Context: an optimization exercise on an open-source flow, tuned for small area, a short achievable clock period and few clock cycles per item. The choices shown serve that exercise and are no tape-out recipe. Only simulation tests tie the RTL to the original design; equivalence was not proved.

==> wip/umber: inputs <==
// bilin_simd4_top
module bilin_simd4_top (
  input  wire logic        clk,
  input  wire logic        rst_n,
  input  wire logic        i_start,
  input  wire logic [15:0] i_in_w,
  input  wire logic [15:0] i_in_h,
  input  wire logic [15:0] i_scale,
  input  wire logic [31:0] i_rd_data,
  output logic             o_busy,
  output logic             o_done,
  output logic [15:0]      o_out_w,
  output logic [15:0]      o_out_h,
  output logic [75:0]      o_rd_addr,
  output logic [3:0]       o_wr_en,
  output logic [75:0]      o_wr_addr,
  output logic [31:0]      o_wr_data
);
Settings: LEC_CHECK=0, CAP_MARGIN=20, CORE_MARGIN=2, CORE_UTILIZATION=40, SLEW_MARGIN=20; clock period 110.0 ns.
run.sh (not shown) runs the stock make flow with config.mk's settings and CLKGATE_MAP_FILE= SYNTH_SCRIPT=/design/flow/synth_recipe.tcl, a recipe that flattens the netlist after the stock synthesis.
==> wip/violet (differences from wip/umber) <==
--- a/flow/design.v
+++ b/flow/design.v
@@ -73,12 +73,49 @@
   assign bw[0] = c;
   for (genvar i = 0; i < N; i++) begin : g_bit
     assign s[i]    = a[i] ^ bw[i];
     assign bw[i+1] = bw[i] & ~a[i];
   end
 endmodule
+module bilin_bk #(
+  parameter int N = 16,
+  parameter int L = 4
+) (
+  input  wire logic [N-1:0] a,
+  input  wire logic [N-1:0] b,
+  output logic      [N-1:0] s
+);
+  logic [2*L-1:0][N-1:0] g;
+  logic [2*L-1:0][N-1:0] p;
+  assign g[0] = a & b;
+  assign p[0] = a ^ b;
+  for (genvar l = 0; l < L; l++) begin : g_up
+    for (genvar i = 0; i < N; i++) begin : g_bit
+      if ((i % (2 << l)) == ((2 << l) - 1)) begin : g_node
+        assign g[l+1][i] = g[l][i] | (p[l][i] & g[l][i - (1 << l)]);
+        assign p[l+1][i] = p[l][i] & p[l][i - (1 << l)];
+      end else begin : g_wire
+        assign g[l+1][i] = g[l][i];
+        assign p[l+1][i] = p[l][i];
+      end
+    end
+  end
+  for (genvar m = 0; m < L - 1; m++) begin : g_dn
+    localparam int LV = L - 2 - m;
+    for (genvar i = 0; i < N; i++) begin : g_bit
+      if ((i % (2 << LV)) == ((1 << LV) - 1) && i >= (2 << LV)) begin : g_node
+        assign g[L+m+1][i] = g[L+m][i] | (p[L+m][i] & g[L+m][i - (1 << LV)]);
+        assign p[L+m+1][i] = p[L+m][i] & p[L+m][i - (1 << LV)];
+      end else begin : g_wire
+        assign g[L+m+1][i] = g[L+m][i];
+        assign p[L+m+1][i] = p[L+m][i];
+      end
+    end
+  end
+  assign s = p[0] ^ {g[2*L-1][N-2:0], 1'b0};
+endmodule
 module bilin_vmul (
   input  wire logic [7:0]  i_fy,
   input  wire logic [7:0]  i_n0,
   input  wire logic [7:0]  i_n1,
   output logic      [15:0] o_v
 );
@@ -88,38 +125,60 @@
     .a  ({1'b0, i_n1}),
     .b  ({1'b1, ~i_n0}),
     .ci (1'b1),
     .s  (d),
     .co (d_co)
   );
-  logic [7:0][15:0] rows;
+  logic [9:0][15:0] rows;
+  assign rows[8] = {i_n0, 8'd0};
+  assign rows[9] = 16'h0100;
   for (genvar k = 0; k < 8; k++) begin : g_row
     logic [8:0] r;
     assign r[7:0]  = d[7:0] & {8{i_fy[k]}};
     assign r[8]    = ~(d[8] & i_fy[k]);
     assign rows[k] = 16'({7'd0, r} << k);
   end
-  assign o_v = {i_n0, 8'd0} + 16'h0100 + rows[0] + rows[1] + rows[2] + rows[3] +
-               rows[4] + rows[5] + rows[6] + rows[7];
+  logic [8:0][15:0] cs_s;
+  logic [8:0][15:0] cs_c;
+  assign cs_s[0] = rows[8];
+  assign cs_c[0] = rows[9];
+  for (genvar k = 0; k < 8; k++) begin : g_csa
+    assign cs_s[k+1] = cs_s[k] ^ cs_c[k] ^ rows[k];
+    assign cs_c[k+1] = {(cs_s[k][14:0] & cs_c[k][14:0]) | (cs_s[k][14:0] & rows[k][14:0]) |
+                        (cs_c[k][14:0] & rows[k][14:0]), 1'b0};
+  end
+  bilin_bk #(.N(16), .L(4)) u_fin (.a (cs_s[8]), .b (cs_c[8]), .s (o_v));
 endmodule
 module bilin_hmul (
   input  wire logic [7:0]  i_fx,
   input  wire logic [15:0] i_vl,
   input  wire logic [16:0] i_dd,
   output logic      [7:0]  o_pix
 );
-  logic [7:0][23:0] rows;
+  logic [9:0][23:0] rows;
+  assign rows[8] = {i_vl, 8'd0};
+  assign rows[9] = 24'h018000;
   for (genvar k = 0; k < 8; k++) begin : g_row
     logic [16:0] r;
     assign r[15:0] = i_dd[15:0] & {16{i_fx[k]}};
     assign r[16]   = ~(i_dd[16] & i_fx[k]);
     assign rows[k] = 24'({7'd0, r} << k);
   end
+  logic [8:0][23:0] cs_s;
+  logic [8:0][23:0] cs_c;
+  assign cs_s[0] = rows[8];
+  assign cs_c[0] = rows[9];
+  for (genvar k = 0; k < 8; k++) begin : g_csa
+    assign cs_s[k+1] = cs_s[k] ^ cs_c[k] ^ rows[k];
+    assign cs_c[k+1] = {(cs_s[k][22:0] & cs_c[k][22:0]) | (cs_s[k][22:0] & rows[k][22:0]) |
+                        (cs_c[k][22:0] & rows[k][22:0]), 1'b0};
+  end
+  logic [31:0] sm32;
   logic [23:0] sm;
-  assign sm = {i_vl, 8'd0} + 24'h018000 + rows[0] + rows[1] + rows[2] + rows[3] +
-              rows[4] + rows[5] + rows[6] + rows[7];
+  bilin_bk #(.N(32), .L(5)) u_fin (.a ({8'd0, cs_s[8]}), .b ({8'd0, cs_c[8]}), .s (sm32));
+  assign sm = sm32[23:0];
   assign o_pix = sm[23:16];
 endmodule
 `default_nettype wire
 `default_nettype none
 module bilin_simd4_top (
   input  wire logic        clk,
@@ -154,36 +213,42 @@
   logic [15:0] wr;
   logic [15:0] hr;
   logic [15:0] sr;
   always_ff @(posedge clk) begin
     wr <= i_in_w;
     hr <= i_in_h;
-    sr <= i_scale;
   end
-  logic [16:0] drem;
+  logic [15:0] drem;
   logic [15:0] inv;
+  logic [15:0] pwh;
+  logic [15:0] phh;
   logic [23:0] pw;
   logic [23:0] ph;
   logic [3:0]  cnt;
   logic        sfirst;
-  assign o_out_w = pw[23:8];
-  assign o_out_h = ph[23:8];
+  assign o_out_w = pwh;
+  assign o_out_h = phh;
+  assign pw      = {pwh, rem[7:0]};
+  assign ph      = {phh, rem[15:8]};
+  assign drem    = gap;
+  assign cnt     = mcnt;
+  assign sr      = rows_left;
   logic [3:0]  sp;
   logic [3:0]  sk0;
   logic [3:0]  sk;
-  logic [16:0] drem_e;
+  logic [15:0] drem_e;
   always_comb begin
     sp = 4'd0;
     for (int b = 0; b < 16; b++) begin
       if (sr[b]) sp = 4'(b);
     end
     sk0 = sp[3] ? sp : (4'd0 - sp);
     sk  = sfirst ? sk0 : cnt;
     drem_e = drem;
     if (sfirst) begin
-      drem_e = 17'd0;
+      drem_e = 16'd0;
       drem_e[4'd15 - sk0] = 1'b1;
     end
   end
   logic [16:0] drem2;
   logic [16:0] dsub;
   logic        dge;
@@ -191,13 +256,13 @@
   logic [15:0] inv_n;
   logic [23:0] pw_n;
   logic [23:0] ph_n;
   logic        pw_co;
   logic        ph_co;
   logic        setup_last;
-  assign drem2 = {drem_e[15:0], 1'b0};
+  assign drem2 = {drem_e, 1'b0};
   assign sbit  = sr[sk];
   assign inv_n = {sfirst ? 15'd0 : inv[14:0], dge};
   assign setup_last = (st == ST_SETUP) && !sfirst && (cnt == 4'd0);
   bilin_rca #(.N(17)) u_div (
     .a (drem2), .b (~{1'b0, sr}), .ci (1'b1), .s (dsub), .co (dge)
   );
@@ -208,17 +273,15 @@
   bilin_rca #(.N(24)) u_ph (
     .a (sfirst ? 24'd0 : {ph[22:0], 1'b0}), .b ({8'd0, hr & {16{sbit}}}), .ci (1'b0),
     .s (ph_n), .co (ph_co)
   );
   always_ff @(posedge clk) begin
     if (st == ST_SETUP) begin
-      drem <= dge ? dsub : drem2;
-      inv  <= inv_n;
-      cnt  <= sk - 4'd1;
-      pw <= pw_n;
-      ph <= ph_n;
+      inv <= inv_n;
+      pwh <= pw_n[23:8];
+      phh <= ph_n[23:8];
     end
   end
   logic [15:0] wm2;
   logic [15:0] hm2;
   logic        wm2_co;
   logic        hm2_co;
@@ -284,28 +347,32 @@
     );
   end
   logic                 gbig;
   logic [LANES:1][9:0]  dj;
   logic [LANES:1]       gge;
   logic [LANES:1]       clj;
-  logic [LANES:1][9:0]  dje;
   logic [LANES:1]       le0;
   logic [LANES:1]       le1;
   logic [LANES:1]       le2;
   logic [LANES:1]       eq1;
-  assign gbig = |gap[15:10];
+  logic g_z;
+  logic g_1;
+  logic g_le2;
+  assign gbig  = |gap[15:10];
+  assign g_z   = gap == 16'd0;
+  assign g_1   = gap == 16'd1;
+  assign g_le2 = gap <= 16'd2;
   for (genvar j = 1; j <= LANES; j++) begin : g_cl
     logic [9:0] gd;
     assign dj[j] = tj[j][17:8];
     bilin_rca #(.N(10)) u_cmp (.a (gap[9:0]), .b (~dj[j]), .ci (1'b1), .s (gd), .co (gge[j]));
     assign clj[j] = !gbig && !gge[j];
-    assign dje[j] = clj[j] ? gap[9:0] : dj[j];
-    assign le0[j] = dje[j] == 10'd0;
-    assign le1[j] = dje[j][9:1] == 9'd0;
-    assign eq1[j] = dje[j] == 10'd1;
-    assign le2[j] = (dje[j][9:2] == 8'd0) && !(dje[j][1] && dje[j][0]);
+    assign le0[j] = clj[j] ? g_z : (dj[j] == 10'd0);
+    assign le1[j] = clj[j] ? (g_z || g_1) : (dj[j][9:1] == 9'd0);
+    assign eq1[j] = clj[j] ? g_1 : (dj[j] == 10'd1);
+    assign le2[j] = clj[j] ? g_le2 : ((dj[j][9:2] == 8'd0) && !(dj[j][1] && dj[j][0]));
   end
   logic [LANES-1:0]      emit;
   logic [LANES-1:0][7:0] fxj;
   logic [LANES-1:0]      selj;
   logic [2:0]            e_n;
   logic                  row_end;
@@ -313,22 +380,26 @@
   logic [9:0]            de;
   logic                  cle;
   logic                  le0e;
   logic                  le1e;
   logic                  le2e;
   logic                  cached_n;
-  logic [1:0]            cidx;
+  logic                  cidx;
   always_comb begin
     emit[0] = 1'b1;
     fxj[0]  = fx0;
     selj[0] = !cached;
     for (int j = 1; j < LANES; j++) begin
       emit[j] = emit[j-1] && (rem > 16'(j)) && (cached ? le1[j] : le0[j]);
       fxj[j]  = clj[j] ? 8'hff : tj[j][7:0];
       selj[j] = cached ? eq1[j] : 1'b1;
     end
+    if (LANES == 3) begin
+      emit[2] = emit[1] && (rem > 16'd2) && (cached ? eq1[2] : le0[2]);
+      selj[2] = 1'b1;
+    end
     e_n = 3'd1;
     for (int j = 1; j < LANES; j++) begin
       if (emit[j]) e_n = 3'(j + 1);
     end
     row_end = rem <= {13'd0, e_n};
     te   = tj[1][7:0];
@@ -344,18 +415,14 @@
         cle  = clj[j];
         le0e = le0[j];
         le1e = le1[j];
         le2e = le2[j];
       end
     end
-    cached_n = cached ? le2e : le1e;
-    if (cached) begin
-      cidx = le0e ? 2'd0 : (le1e ? 2'd1 : 2'd2);
-    end else begin
-      cidx = le0e ? 2'd1 : 2'd2;
-    end
+    cached_n = cached ? (le2e && !le0e) : le1e;
+    cidx = cached ? !le1e : !le0e;
   end
   logic last_row;
   logic newrow;
   logic rowstart;
   assign last_row = rows_left == 16'd1;
   assign newrow   = st_run && (iss ? (row_end && !last_row) : waitrow) && !mbusy;
@@ -368,14 +435,21 @@
   logic [18:0] a1_n;
   logic [18:0] a2_n;
   logic [18:0] a3_n;
   logic [1:0]  a_co;
   assign delta     = cle ? gap : {6'd0, de};
   assign cached_nn = !rowstart && cached_n;
-  assign a0_s = {rowstart ? mb : xi, 1'b1} + {3'd0, rowstart ? 16'd0 : delta, cached_nn};
-  assign a2_s = {rowstart ? mb : xq, 1'b1} + {3'd0, rowstart ? wr : delta, cached_nn};
+  logic [1:0] as_co;
+  bilin_rca #(.N(20)) u_a0 (
+    .a ({rowstart ? mb : xi, 1'b1}), .b ({3'd0, rowstart ? 16'd0 : delta, cached_nn}), .ci (1'b0),
+    .s (a0_s), .co (as_co[0])
+  );
+  bilin_rca #(.N(20)) u_a2 (
+    .a ({rowstart ? mb : xq, 1'b1}), .b ({3'd0, rowstart ? wr : delta, cached_nn}), .ci (1'b0),
+    .s (a2_s), .co (as_co[1])
+  );
   assign a0_n = a0_s[19:1];
   assign a2_n = a2_s[19:1];
   bilin_rca #(.N(19)) u_a1 (.a (a0_n), .b (19'd0), .ci (1'b1), .s (a1_n), .co (a_co[0]));
   bilin_rca #(.N(19)) u_a3 (.a (a2_n), .b (19'd0), .ci (1'b1), .s (a3_n), .co (a_co[1]));
   logic [15:0] gap_sub;
   logic        gap_co;
@@ -395,13 +469,13 @@
     .a ({mb[17:0], 1'b0}), .b ({3'd0, wr & {16{rn[mcnt]}}}), .ci (1'b0), .s (mb_add), .co (mb_co)
   );
   logic [LANES-1:0]      v1;
   logic [LANES-1:0][7:0] fx1;
   logic [LANES-1:0]      sel1;
   logic [7:0]            fy1;
-  logic [1:0]            cidx1;
+  logic                  cidx1;
   logic                  fin1;
   logic [31:0]           nd;
   logic [15:0]           vc;
   always_comb begin
     st_n = st;
     case (st)
@@ -462,25 +536,35 @@
     ra[0]  <= a0_n;
     ra[1]  <= a1_n;
     ra[2]  <= a2_n;
     ra[3]  <= a3_n;
     cached <= cached_nn;
     fx0    <= rowstart ? 8'd0 : (cle ? 8'hff : te);
-    gap    <= rowstart ? wm2 : (cle ? 16'd0 : gap_sub);
-    rem    <= rowstart ? (setup_last ? pw_n[23:8] : pw[23:8]) : rem_sub;
+    if (rowstart) begin
+      gap <= wm2;
+      rem <= setup_last ? pw_n[23:8] : pwh;
+    end else if (st == ST_SETUP) begin
+      gap <= 16'(dge ? dsub : drem2);
+      rem <= {ph_n[7:0], pw_n[7:0]};
+    end else begin
+      gap <= cle ? 16'd0 : gap_sub;
+      rem <= rem_sub;
+    end
     if (rowstart || st == ST_SETUP) begin
       mb   <= 19'd0;
-      mcnt <= hb;
+      mcnt <= rowstart ? hb : (sk - 4'd1);
     end else if (mbusy) begin
       mb   <= mb_add;
       mcnt <= mcnt - 4'd1;
     end
     if (setup_last) begin
       fyc       <= 8'd0;
       sy        <= {8'd0, inv_n};
       rows_left <= ph_n[23:8];
+    end else if (st == ST_IDLE || st == ST_SETUP) begin
+      rows_left <= i_scale;
     end else if (newrow) begin
       fyc       <= fyn;
       sy        <= sy_add;
       rows_left <= rl_sub;
     end
     fx1   <= fxj;
@@ -520,17 +604,13 @@
   end
   bilin_rca #(.N(19)) u_wa0 (
     .a (setup_last ? 19'd0 : wad[0]), .b ({17'd0, setup_last ? 2'd0 : wcnt}), .ci (1'b0),
     .s (wa0_n), .co (wa0_co)
   );
   always_ff @(posedge clk) begin
-    case (cidx1)
-      2'd0:    vc <= vc;
-      2'd1:    vc <= vn1;
-      default: vc <= vn2;
-    endcase
+    vc <= cidx1 ? vn2 : vn1;
     wdt <= pix;
     wad[0] <= wa0_n;
   end
   for (genvar j = 1; j < LANES; j++) begin : g_wad
     logic [18:0] wj;
     logic        wj_co;
==> flow/flow/run.sh (new file) <==
#!/bin/bash
# Layout flow: the standard ORFS flow, except that the buffers put on
# every input and output port are sky130_fd_sc_hd__buf_1 instead of the
# delay cell that buffer_ports picks by default. Everything else, synthesis
# included, is standard.sh unchanged.
set -euo pipefail
bash standard.sh "BUFFER_PORTS_ARGS=-buffer_cell sky130_fd_sc_hd__buf_1" finish > standard_flow.log 2>&1
==> flow/standard.sh (new file) <==
#!/bin/bash
# synth_recipe.tcl (not shown) runs the flow's synth.tcl, then flattens the netlist and writes it again
# the make line also repeats each setting of config.mk as NAME=value (left out here)
make -C /OpenROAD-flow-scripts/flow DESIGN_CONFIG=/design/flow/config.mk WORK_HOME=/design/flow/orfs CLKGATE_MAP_FILE= SYNTH_SCRIPT=/design/flow/synth_recipe.tcl "${@:-finish}"
CORE_UTILIZATION = 60   (was 40)
removed: flow/run.sh
==> wip/raven (differences from wip/umber) <==
--- a/flow/design.v
+++ b/flow/design.v
@@ -154,36 +154,42 @@
   logic [15:0] wr;
   logic [15:0] hr;
   logic [15:0] sr;
   always_ff @(posedge clk) begin
     wr <= i_in_w;
     hr <= i_in_h;
-    sr <= i_scale;
   end
-  logic [16:0] drem;
+  logic [15:0] drem;
   logic [15:0] inv;
+  logic [15:0] pwh;
+  logic [15:0] phh;
   logic [23:0] pw;
   logic [23:0] ph;
   logic [3:0]  cnt;
   logic        sfirst;
-  assign o_out_w = pw[23:8];
-  assign o_out_h = ph[23:8];
+  assign o_out_w = pwh;
+  assign o_out_h = phh;
+  assign pw      = {pwh, rem[7:0]};
+  assign ph      = {phh, rem[15:8]};
+  assign drem    = gap;
+  assign cnt     = mcnt;
+  assign sr      = rows_left;
   logic [3:0]  sp;
   logic [3:0]  sk0;
   logic [3:0]  sk;
-  logic [16:0] drem_e;
+  logic [15:0] drem_e;
   always_comb begin
     sp = 4'd0;
     for (int b = 0; b < 16; b++) begin
       if (sr[b]) sp = 4'(b);
     end
     sk0 = sp[3] ? sp : (4'd0 - sp);
     sk  = sfirst ? sk0 : cnt;
     drem_e = drem;
     if (sfirst) begin
-      drem_e = 17'd0;
+      drem_e = 16'd0;
       drem_e[4'd15 - sk0] = 1'b1;
     end
   end
   logic [16:0] drem2;
   logic [16:0] dsub;
   logic        dge;
@@ -191,13 +197,13 @@
   logic [15:0] inv_n;
   logic [23:0] pw_n;
   logic [23:0] ph_n;
   logic        pw_co;
   logic        ph_co;
   logic        setup_last;
-  assign drem2 = {drem_e[15:0], 1'b0};
+  assign drem2 = {drem_e, 1'b0};
   assign sbit  = sr[sk];
   assign inv_n = {sfirst ? 15'd0 : inv[14:0], dge};
   assign setup_last = (st == ST_SETUP) && !sfirst && (cnt == 4'd0);
   bilin_rca #(.N(17)) u_div (
     .a (drem2), .b (~{1'b0, sr}), .ci (1'b1), .s (dsub), .co (dge)
   );
@@ -208,17 +214,15 @@
   bilin_rca #(.N(24)) u_ph (
     .a (sfirst ? 24'd0 : {ph[22:0], 1'b0}), .b ({8'd0, hr & {16{sbit}}}), .ci (1'b0),
     .s (ph_n), .co (ph_co)
   );
   always_ff @(posedge clk) begin
     if (st == ST_SETUP) begin
-      drem <= dge ? dsub : drem2;
-      inv  <= inv_n;
-      cnt  <= sk - 4'd1;
-      pw <= pw_n;
-      ph <= ph_n;
+      inv <= inv_n;
+      pwh <= pw_n[23:8];
+      phh <= ph_n[23:8];
     end
   end
   logic [15:0] wm2;
   logic [15:0] hm2;
   logic        wm2_co;
   logic        hm2_co;
@@ -284,28 +288,32 @@
     );
   end
   logic                 gbig;
   logic [LANES:1][9:0]  dj;
   logic [LANES:1]       gge;
   logic [LANES:1]       clj;
-  logic [LANES:1][9:0]  dje;
   logic [LANES:1]       le0;
   logic [LANES:1]       le1;
   logic [LANES:1]       le2;
   logic [LANES:1]       eq1;
-  assign gbig = |gap[15:10];
+  logic g_z;
+  logic g_1;
+  logic g_le2;
+  assign gbig  = |gap[15:10];
+  assign g_z   = gap == 16'd0;
+  assign g_1   = gap == 16'd1;
+  assign g_le2 = gap <= 16'd2;
   for (genvar j = 1; j <= LANES; j++) begin : g_cl
     logic [9:0] gd;
     assign dj[j] = tj[j][17:8];
     bilin_rca #(.N(10)) u_cmp (.a (gap[9:0]), .b (~dj[j]), .ci (1'b1), .s (gd), .co (gge[j]));
     assign clj[j] = !gbig && !gge[j];
-    assign dje[j] = clj[j] ? gap[9:0] : dj[j];
-    assign le0[j] = dje[j] == 10'd0;
-    assign le1[j] = dje[j][9:1] == 9'd0;
-    assign eq1[j] = dje[j] == 10'd1;
-    assign le2[j] = (dje[j][9:2] == 8'd0) && !(dje[j][1] && dje[j][0]);
+    assign le0[j] = clj[j] ? g_z : (dj[j] == 10'd0);
+    assign le1[j] = clj[j] ? (g_z || g_1) : (dj[j][9:1] == 9'd0);
+    assign eq1[j] = clj[j] ? g_1 : (dj[j] == 10'd1);
+    assign le2[j] = clj[j] ? g_le2 : ((dj[j][9:2] == 8'd0) && !(dj[j][1] && dj[j][0]));
   end
   logic [LANES-1:0]      emit;
   logic [LANES-1:0][7:0] fxj;
   logic [LANES-1:0]      selj;
   logic [2:0]            e_n;
   logic                  row_end;
@@ -313,22 +321,26 @@
   logic [9:0]            de;
   logic                  cle;
   logic                  le0e;
   logic                  le1e;
   logic                  le2e;
   logic                  cached_n;
-  logic [1:0]            cidx;
+  logic                  cidx;
   always_comb begin
     emit[0] = 1'b1;
     fxj[0]  = fx0;
     selj[0] = !cached;
     for (int j = 1; j < LANES; j++) begin
       emit[j] = emit[j-1] && (rem > 16'(j)) && (cached ? le1[j] : le0[j]);
       fxj[j]  = clj[j] ? 8'hff : tj[j][7:0];
       selj[j] = cached ? eq1[j] : 1'b1;
     end
+    if (LANES == 3) begin
+      emit[2] = emit[1] && (rem > 16'd2) && (cached ? eq1[2] : le0[2]);
+      selj[2] = 1'b1;
+    end
     e_n = 3'd1;
     for (int j = 1; j < LANES; j++) begin
       if (emit[j]) e_n = 3'(j + 1);
     end
     row_end = rem <= {13'd0, e_n};
     te   = tj[1][7:0];
@@ -344,18 +356,14 @@
         cle  = clj[j];
         le0e = le0[j];
         le1e = le1[j];
         le2e = le2[j];
       end
     end
-    cached_n = cached ? le2e : le1e;
-    if (cached) begin
-      cidx = le0e ? 2'd0 : (le1e ? 2'd1 : 2'd2);
-    end else begin
-      cidx = le0e ? 2'd1 : 2'd2;
-    end
+    cached_n = cached ? (le2e && !le0e) : le1e;
+    cidx = cached ? !le1e : !le0e;
   end
   logic last_row;
   logic newrow;
   logic rowstart;
   assign last_row = rows_left == 16'd1;
   assign newrow   = st_run && (iss ? (row_end && !last_row) : waitrow) && !mbusy;
@@ -368,14 +376,21 @@
   logic [18:0] a1_n;
   logic [18:0] a2_n;
   logic [18:0] a3_n;
   logic [1:0]  a_co;
   assign delta     = cle ? gap : {6'd0, de};
   assign cached_nn = !rowstart && cached_n;
-  assign a0_s = {rowstart ? mb : xi, 1'b1} + {3'd0, rowstart ? 16'd0 : delta, cached_nn};
-  assign a2_s = {rowstart ? mb : xq, 1'b1} + {3'd0, rowstart ? wr : delta, cached_nn};
+  logic [1:0] as_co;
+  bilin_rca #(.N(20)) u_a0 (
+    .a ({rowstart ? mb : xi, 1'b1}), .b ({3'd0, rowstart ? 16'd0 : delta, cached_nn}), .ci (1'b0),
+    .s (a0_s), .co (as_co[0])
+  );
+  bilin_rca #(.N(20)) u_a2 (
+    .a ({rowstart ? mb : xq, 1'b1}), .b ({3'd0, rowstart ? wr : delta, cached_nn}), .ci (1'b0),
+    .s (a2_s), .co (as_co[1])
+  );
   assign a0_n = a0_s[19:1];
   assign a2_n = a2_s[19:1];
   bilin_rca #(.N(19)) u_a1 (.a (a0_n), .b (19'd0), .ci (1'b1), .s (a1_n), .co (a_co[0]));
   bilin_rca #(.N(19)) u_a3 (.a (a2_n), .b (19'd0), .ci (1'b1), .s (a3_n), .co (a_co[1]));
   logic [15:0] gap_sub;
   logic        gap_co;
@@ -395,13 +410,13 @@
     .a ({mb[17:0], 1'b0}), .b ({3'd0, wr & {16{rn[mcnt]}}}), .ci (1'b0), .s (mb_add), .co (mb_co)
   );
   logic [LANES-1:0]      v1;
   logic [LANES-1:0][7:0] fx1;
   logic [LANES-1:0]      sel1;
   logic [7:0]            fy1;
-  logic [1:0]            cidx1;
+  logic                  cidx1;
   logic                  fin1;
   logic [31:0]           nd;
   logic [15:0]           vc;
   always_comb begin
     st_n = st;
     case (st)
@@ -462,25 +477,35 @@
     ra[0]  <= a0_n;
     ra[1]  <= a1_n;
     ra[2]  <= a2_n;
     ra[3]  <= a3_n;
     cached <= cached_nn;
     fx0    <= rowstart ? 8'd0 : (cle ? 8'hff : te);
-    gap    <= rowstart ? wm2 : (cle ? 16'd0 : gap_sub);
-    rem    <= rowstart ? (setup_last ? pw_n[23:8] : pw[23:8]) : rem_sub;
+    if (rowstart) begin
+      gap <= wm2;
+      rem <= setup_last ? pw_n[23:8] : pwh;
+    end else if (st == ST_SETUP) begin
+      gap <= 16'(dge ? dsub : drem2);
+      rem <= {ph_n[7:0], pw_n[7:0]};
+    end else begin
+      gap <= cle ? 16'd0 : gap_sub;
+      rem <= rem_sub;
+    end
     if (rowstart || st == ST_SETUP) begin
       mb   <= 19'd0;
-      mcnt <= hb;
+      mcnt <= rowstart ? hb : (sk - 4'd1);
     end else if (mbusy) begin
       mb   <= mb_add;
       mcnt <= mcnt - 4'd1;
     end
     if (setup_last) begin
       fyc       <= 8'd0;
       sy        <= {8'd0, inv_n};
       rows_left <= ph_n[23:8];
+    end else if (st == ST_IDLE || st == ST_SETUP) begin
+      rows_left <= i_scale;
     end else if (newrow) begin
       fyc       <= fyn;
       sy        <= sy_add;
       rows_left <= rl_sub;
     end
     fx1   <= fxj;
@@ -520,17 +545,13 @@
   end
   bilin_rca #(.N(19)) u_wa0 (
     .a (setup_last ? 19'd0 : wad[0]), .b ({17'd0, setup_last ? 2'd0 : wcnt}), .ci (1'b0),
     .s (wa0_n), .co (wa0_co)
   );
   always_ff @(posedge clk) begin
-    case (cidx1)
-      2'd0:    vc <= vc;
-      2'd1:    vc <= vn1;
-      default: vc <= vn2;
-    endcase
+    vc <= cidx1 ? vn2 : vn1;
     wdt <= pix;
     wad[0] <= wa0_n;
   end
   for (genvar j = 1; j < LANES; j++) begin : g_wad
     logic [18:0] wj;
     logic        wj_co;
==> impl_table.tex <==
\begin{tabular}{lr}
\hline
Metric & Value \\
\hline
\multicolumn{2}{l}{\textbf{Status}} \\
Result of the run & no timing/DRC/antenna violations \\
\multicolumn{2}{l}{\textbf{Cells and area}} \\
Multi-input combinational cell area & around 30,000 um2 \\
Most frequent cells in the layout & 714 x sky130\_fd\_sc\_hd\_\_inv\_1, 579 x sky130\_fd\_sc\_hd\_\_fa\_1, 540 x sky130\_fd\_sc\_hd\_\_ha\_1 \\
Clock buffer instance count of the final layout & 90 \\
Number of multi-input logic gates & 3,117 \\
Signal buf overhead & 0.0581 \\
\multicolumn{2}{l}{\textbf{Worst setup path}} \\
R2R Path Start & nd[0] \\
Largest fanout of any net on the critical path & 3 \\
\multicolumn{2}{l}{\textbf{Yosys}} \\
EDFF count, synth & roughly 140 \\
Synth top area cells & sky130\_fd\_sc\_hd\_\_fa\_1 26\%, sky130\_fd\_sc\_hd\_\_dfxtp\_1 15\%, sky130\_fd\_sc\_hd\_\_ha\_1 15\% \\
\multicolumn{2}{l}{\textbf{Route}} \\
Number of iterations in the first detailed-routing pass & 6 \\
Vias post-DR & 31,100 \\
\multicolumn{2}{l}{\textbf{Timing}} \\
Final Cycle Share & 0.215 \\
\multicolumn{2}{l}{\textbf{Place}} \\
Dpl hpwl & 90.9 mm \\
\hline
\end{tabular}
That was wip/umber.
==> impl_table.tex <==
\begin{tabular}{lr}
\hline
Metric & Value \\
\hline
\multicolumn{2}{l}{\textbf{Cells and area}} \\
Multi-input combinational cell area & 29,500 um2 \\
Final nets & around 5,700 \\
Most frequent cells in the layout & 702 x sky130\_fd\_sc\_hd\_\_inv\_1, 609 x sky130\_fd\_sc\_hd\_\_fa\_1, 515 x sky130\_fd\_sc\_hd\_\_ha\_1 \\
Signal buf overhead & 0.0609 \\
Clock buffer instance count of the final layout & 63 \\
Fraction of area in multi-input gates & 0.606 \\
\multicolumn{2}{l}{\textbf{Yosys}} \\
Synth top area cells & sky130\_fd\_sc\_hd\_\_fa\_1 28\%, sky130\_fd\_sc\_hd\_\_dfxtp\_1 16\%, sky130\_fd\_sc\_hd\_\_ha\_1 15\% \\
Area share of fa/ha/maj cells after synthesis & 0.435 \\
\multicolumn{2}{l}{\textbf{Timing}} \\
Final worst clock skew & approximately 0.031 ns \\
Final Cycle Share & 0.215 \\
\multicolumn{2}{l}{\textbf{Worst setup path}} \\
Depth of the critical timing path with buffers and inverters included & 1 \\
Largest fanout of any net on the critical path & 3 \\
R2R Path Start & inv[1] \\
\multicolumn{2}{l}{\textbf{Route}} \\
Number of iterations in the first detailed-routing pass & 5 \\
Vias post-DR & between 20,000 and 30,000 \\
\multicolumn{2}{l}{\textbf{Place}} \\
Dpl hpwl & 87.3 mm \\
\multicolumn{2}{l}{\textbf{Status}} \\
Result of the run & no timing/DRC/antenna violations \\
\hline
\end{tabular}
That was wip/raven.
==> impl_table.tex <==
\begin{tabular}{lr}
\hline
Metric & Value \\
\hline
\multicolumn{2}{l}{\textbf{Cells and area}} \\
Register cell area after layout & 9850 um2 \\
Number of ordinary inverters in the final layout & 675 \\
Number of multi-input logic gates & 2,860 \\
Multi-input combinational cell area & 28,200 um2 \\
Most frequent cells in the layout & 672 x sky130\_fd\_sc\_hd\_\_inv\_1, 634 x sky130\_fd\_sc\_hd\_\_fa\_1, 485 x sky130\_fd\_sc\_hd\_\_nand2\_1 \\
\multicolumn{2}{l}{\textbf{Clocking}} \\
Clock H-tree levels & 2 \\
\multicolumn{2}{l}{\textbf{Yosys}} \\
Netlist area before placement & 41,600 um2 \\
Synth top area cells & sky130\_fd\_sc\_hd\_\_fa\_1 31\%, sky130\_fd\_sc\_hd\_\_dfxtp\_1 17\%, sky130\_fd\_sc\_hd\_\_ha\_1 12\% \\
EDFF count, synth & 84 \\
\multicolumn{2}{l}{\textbf{Route}} \\
Number of iterations in the first detailed-routing pass & 5 \\
Vias post-DR & 28,300 \\
\multicolumn{2}{l}{\textbf{Status}} \\
Result of the run & no timing/DRC/antenna violations \\
\multicolumn{2}{l}{\textbf{Worst setup path}} \\
R2R Path Start & nd[0] \\
Largest fanout of any net on the critical path & 1 \\
\multicolumn{2}{l}{\textbf{Place}} \\
Dpl hpwl & 78.2 mm \\
\multicolumn{2}{l}{\textbf{Global route}} \\
GRT met1 Usage & 0.356 \\
\multicolumn{2}{l}{\textbf{Timing}} \\
Final Cycle Share & 0.211 \\
\hline
\end{tabular}
That was wip/violet.
Testbench counts of wip/umber, summed over its fixed seeds: cycles 24,707, items 58,680.
Testbench counts of wip/violet, summed over its fixed seeds: cycles 24,827, items 58,680.
Testbench counts of wip/raven, summed over its fixed seeds: cycles 24,827, items 58,680.

==> re-timing with driven ports <==
The flow's constraints put no driver on any port. The routed layouts listed below were extracted and timed again, unchanged, in two steps.
Step 1 sets driving cells, clkbuf_16 on the clock port and buf_2 on the other inputs (assumed; they add their load-dependent delay and slew).
Step 2 also shifts input and output timing later by t, the mid clock arrival at the registers, as if the neighbouring blocks saw the same clock.
Three values: ideal ports, drivers, drivers and shift; two values: the first two.
run | t (ns) | setup slack, ns | hold WS [ns]
wip/umber | 0.704 | 86.376 / 86.303 / 86.836 | 0.334 / 0.334 / 0.334
wip/violet | 0.676 | 86.784 / 86.715 / 87.032 | 0.342 / 0.342 / 0.342
wip/raven | 0.717 | 86.326 / 86.257 / 86.855 | 0.337 / 0.337 / 0.337
After both steps setup and hold are still met in every run listed.
